This is an optimization exercise on Yosys and OpenROAD, whose aim is small area, a short achievable clock period and few clock cycles, not a production implementation. RTL that was checked went through simulation tests only; none was proved equivalent to the original. Power and IR drop assume default switching activity.

==> flow/design.v <==
package hist_pkg;
  localparam int sample_width = 12;
  localparam int bin_count = 64;
  localparam int bin_width = 6;
  localparam int count_width = 16;
  localparam logic [count_width-1:0] count_max = {count_width{1'b1}};
  typedef enum logic {
    op_clear = 1'b0,
    op_read  = 1'b1
  } hist_op_e;
  typedef enum logic [2:0] {
    st_run     = 3'd0,
    st_drain   = 3'd1,
    st_clear   = 3'd2,
    st_read    = 3'd3,
    st_respond = 3'd4
  } ctrl_state_e;
endpackage
`timescale 1ns/1ps
module histogram_top (
  input  logic                             port_0_clock,
  input  logic                             rst,
  input  logic                             in_valid,
  output logic                             in_ready,
  input  logic [hist_pkg::sample_width-1:0] in_sample,
  input  logic                             cmd_valid,
  output logic                             cmd_ready,
  input  logic                             cmd_op,
  input  logic [hist_pkg::bin_width-1:0]   cmd_bin,
  output logic                             rsp_valid,
  output logic [hist_pkg::count_width-1:0] rsp_count
);
  localparam int BW = hist_pkg::bin_width;
  localparam int CW = hist_pkg::count_width;
  localparam int NB = hist_pkg::bin_count;
  function automatic logic [7:0] oct(input logic [2:0] v);
    oct = 8'b0000_0001 << v;
  endfunction
  logic [CW-1:0] mem [NB];
  logic          rdy_q;
  logic          rdy_out_q;
  logic          hold_op;
  logic [BW-1:0] hold_bin;
  logic          s0_v;
  logic          s0_smp;    
  logic          s0_clr;    
  logic [BW-1:0] s0_bin;
  logic [NB-1:0] s0_row;    
  logic          s1_smp;    
  logic          s1_wclr;   
  logic          s1_cmd;    
  logic [BW-1:0] s1_bin;
  logic [CW-1:0] s1_rd_a;   
  logic [CW-1:0] s1_rd_b;   
  logic          s1_fsel;   
  logic [CW-1:0] s1_fd;     
  logic [CW-1:0] s1_rdj;    
  logic [CW-1:0] s1_old;
  logic [CW-1:0] s1_new;
  logic          s2_wclr;
  logic [7:0]    s2_hi;     
  logic [7:0]    s2_lo;     
  logic [CW-1:0] s2_data;
  logic          acc_in;
  logic          acc_cmd;
  logic [BW-1:0] nxt_bin;
  logic [CW-1:0] rd_a;
  logic [CW-1:0] rd_b;
  logic          s0_isclr;
  logic          hit1;
  logic          hit2;
  assign in_ready  = rdy_out_q;
  assign cmd_ready = rdy_out_q;
  assign acc_in  = in_valid && rdy_q;
  assign acc_cmd = cmd_valid && rdy_q;
  always_ff @(posedge port_0_clock) begin
    if (rst) begin
      rdy_q <= 1'b1;
      rdy_out_q <= 1'b1;
      s0_v <= 1'b0;
    end else begin
      rdy_q <= !(acc_in && acc_cmd);
      rdy_out_q <= !(acc_in && acc_cmd);
      s0_v <= !rdy_q || acc_in || acc_cmd;
    end
  end
  always_comb begin
    if (!rdy_q) begin
      nxt_bin = hold_bin;
    end else if (acc_in) begin
      nxt_bin = in_sample[hist_pkg::sample_width-1 -: BW];
    end else begin
      nxt_bin = cmd_bin;
    end
  end
  always_ff @(posedge port_0_clock) begin
    if (acc_cmd) begin
      hold_op <= cmd_op;
      hold_bin <= cmd_bin;
    end
    if (!rdy_q) begin
      s0_smp <= 1'b0;
      s0_clr <= !hold_op;
    end else if (acc_in) begin
      s0_smp <= 1'b1;
      s0_clr <= 1'b0;
    end else begin
      s0_smp <= 1'b0;
      s0_clr <= !cmd_op;
    end
    s0_bin <= nxt_bin;
    s0_row <= NB'(1) << nxt_bin;
  end
  always_comb begin
    rd_a = '0;
    rd_b = '0;
    for (int r = 0; r < NB/2; r++) begin
      rd_a = rd_a | (mem[r] & {CW{s0_row[r]}});
      rd_b = rd_b | (mem[NB/2+r] & {CW{s0_row[NB/2+r]}});
    end
  end
  assign s0_isclr = !s0_smp && s0_clr;
  assign hit1 = s1_smp && (s1_bin == s0_bin);
  assign hit2 = |(s2_hi & oct(s0_bin[5:3])) && |(s2_lo & oct(s0_bin[2:0]));
  always_ff @(posedge port_0_clock) begin
    if (rst) begin
      s1_smp <= 1'b0;
      s1_wclr <= 1'b0;
      s1_cmd <= 1'b0;
    end else begin
      s1_smp <= s0_v && s0_smp;
      s1_wclr <= s0_v && s0_isclr;
      s1_cmd <= s0_v && !s0_smp;
    end
  end
  always_ff @(posedge port_0_clock) begin
    s1_bin <= s0_bin;
    s1_rd_a <= rd_a;
    s1_rd_b <= rd_b;
    s1_fsel <= s0_isclr || s1_wclr || hit1 || s2_wclr || hit2;
    if (s0_isclr || s1_wclr) begin
      s1_fd <= '0;
    end else if (hit1) begin
      s1_fd <= s1_new;
    end else if (s2_wclr) begin
      s1_fd <= '0;
    end else begin
      s1_fd <= s2_data;
    end
  end
  function automatic logic [CW-1:0] sat_inc(input logic [CW-1:0] v);
    sat_inc = (&v) ? v : v + 1'b1;
  endfunction
  assign s1_rdj = s1_rd_a | s1_rd_b;
  assign s1_old = s1_fsel ? s1_fd : s1_rdj;
  assign s1_new = s1_fsel ? sat_inc(s1_fd) : sat_inc(s1_rdj);
  always_ff @(posedge port_0_clock) begin
    if (rst) begin
      s2_wclr <= 1'b0;
      s2_hi <= '0;
      rsp_valid <= 1'b0;
    end else begin
      s2_wclr <= s1_wclr;
      s2_hi <= s1_smp ? oct(s1_bin[5:3]) : '0;
      rsp_valid <= s1_cmd;
    end
  end
  always_ff @(posedge port_0_clock) begin
    s2_lo <= oct(s1_bin[2:0]);
    s2_data <= s1_wclr ? '0 : s1_new;
    rsp_count <= s1_old;
  end
  for (genvar b = 0; b < NB; b++) begin : g_bin
    logic we;
    assign we = s2_wclr || (s2_hi[b/8] && s2_lo[b%8]);
    always_ff @(posedge port_0_clock) begin
      if (we) begin
        mem[b] <= s2_data;
      end
    end
  end
endmodule
Settings: LEC_CHECK=0, CAP_MARGIN=20, CORE_MARGIN=2, CORE_UTILIZATION=60, CTS_CLUSTER_DIAMETER=100, CTS_CLUSTER_SIZE=25, SETUP_SLACK_MARGIN=3.0, SLEW_MARGIN=20, TNS_END_PERCENT=30; clock period 5.0 ns.
run.sh (not shown) runs the stock make flow with config.mk's settings and CLKGATE_MAP_FILE= SYNTH_SCRIPT=/design/flow/synth_recipe.tcl, a recipe that flattens the netlist after the stock synthesis.
Testbench counts at the start, summed over its fixed seeds: cycles 23,385.
==> next run, changes <==
--- a/flow/design.v
+++ b/flow/design.v
@@ -47,28 +47,26 @@
   logic [BW-1:0] s0_bin;
   logic [NB-1:0] s0_row;    
   logic          s1_smp;    
   logic          s1_wclr;   
   logic          s1_cmd;    
   logic [BW-1:0] s1_bin;
-  logic [CW-1:0] s1_rd_a;   
-  logic [CW-1:0] s1_rd_b;   
+  logic [CW-1:0] s1_rd [4];  
   logic          s1_fsel;   
   logic [CW-1:0] s1_fd;     
   logic [CW-1:0] s1_rdj;    
   logic [CW-1:0] s1_old;
   logic [CW-1:0] s1_new;
   logic          s2_wclr;
   logic [7:0]    s2_hi;     
   logic [7:0]    s2_lo;     
   logic [CW-1:0] s2_data;
   logic          acc_in;
   logic          acc_cmd;
   logic [BW-1:0] nxt_bin;
-  logic [CW-1:0] rd_a;
-  logic [CW-1:0] rd_b;
+  logic [CW-1:0] rd_q [4];
   logic          s0_isclr;
   logic          hit1;
   logic          hit2;
   assign in_ready  = rdy_out_q;
   assign cmd_ready = rdy_out_q;
   assign acc_in  = in_valid && rdy_q;
@@ -109,17 +107,17 @@
       s0_clr <= !cmd_op;
     end
     s0_bin <= nxt_bin;
     s0_row <= NB'(1) << nxt_bin;
   end
   always_comb begin
-    rd_a = '0;
-    rd_b = '0;
-    for (int r = 0; r < NB/2; r++) begin
-      rd_a = rd_a | (mem[r] & {CW{s0_row[r]}});
-      rd_b = rd_b | (mem[NB/2+r] & {CW{s0_row[NB/2+r]}});
+    for (int q = 0; q < 4; q++) begin
+      rd_q[q] = '0;
+      for (int r = 0; r < NB/4; r++) begin
+        rd_q[q] = rd_q[q] | (mem[q*NB/4+r] & {CW{s0_row[q*NB/4+r]}});
+      end
     end
   end
   assign s0_isclr = !s0_smp && s0_clr;
   assign hit1 = s1_smp && (s1_bin == s0_bin);
   assign hit2 = |(s2_hi & oct(s0_bin[5:3])) && |(s2_lo & oct(s0_bin[2:0]));
   always_ff @(posedge port_0_clock) begin
@@ -132,14 +130,15 @@
       s1_wclr <= s0_v && s0_isclr;
       s1_cmd <= s0_v && !s0_smp;
     end
   end
   always_ff @(posedge port_0_clock) begin
     s1_bin <= s0_bin;
-    s1_rd_a <= rd_a;
-    s1_rd_b <= rd_b;
+    for (int q = 0; q < 4; q++) begin
+      s1_rd[q] <= rd_q[q];
+    end
     s1_fsel <= s0_isclr || s1_wclr || hit1 || s2_wclr || hit2;
     if (s0_isclr || s1_wclr) begin
       s1_fd <= '0;
     end else if (hit1) begin
       s1_fd <= s1_new;
     end else if (s2_wclr) begin
@@ -148,13 +147,13 @@
       s1_fd <= s2_data;
     end
   end
   function automatic logic [CW-1:0] sat_inc(input logic [CW-1:0] v);
     sat_inc = (&v) ? v : v + 1'b1;
   endfunction
-  assign s1_rdj = s1_rd_a | s1_rd_b;
+  assign s1_rdj = s1_rd[0] | s1_rd[1] | s1_rd[2] | s1_rd[3];
   assign s1_old = s1_fsel ? s1_fd : s1_rdj;
   assign s1_new = s1_fsel ? sat_inc(s1_fd) : sat_inc(s1_rdj);
   always_ff @(posedge port_0_clock) begin
     if (rst) begin
       s2_wclr <= 1'b0;
       s2_hi <= '0;
Effect:
- The new run passed the timing, design-rule and antenna checks
- setup slack loses 43 ps
- core utilization grows by 0.14 points
- global-route usage fell by 3.3 points
- first-iteration DRC count falls by 6.9%
- critical path depth rose by 6
- register-to-register slack got worse by 40 ps
- total power climbs by 2.6%
No functional check of the RTL was part of the second run of this note.

[port drivers added, routing unchanged]
Ports are ideal in the flow. The routed layouts listed here were re-timed in OpenROAD.
Step 1 sets driving cells, clkbuf_16 on the clock port and buf_2 on the other inputs (assumed; they add their load-dependent delay and slew).
Step 2 also shifts input and output timing later by t, the mid clock arrival at the registers, as if the neighbouring blocks saw the same clock.
a / b / c = ideal / step 1 / step 2; a / b = the first two.
run	t (ns)	slack for setup (ns)	worst hold slack (ns)	pins driven straight from the clock port
the first run	0.717	2.779 / 2.779 / 2.360	0.415 / 0.415 / 0.415	1
the second run	0.728	2.736 / 2.736 / 2.272	0.405 / 0.405 / 0.405	1
After both steps every run listed still meets setup and hold. For the second run, which loses most, drivers alone change the setup slack by 0.000 ns; drivers and shift together by -0.464 ns.
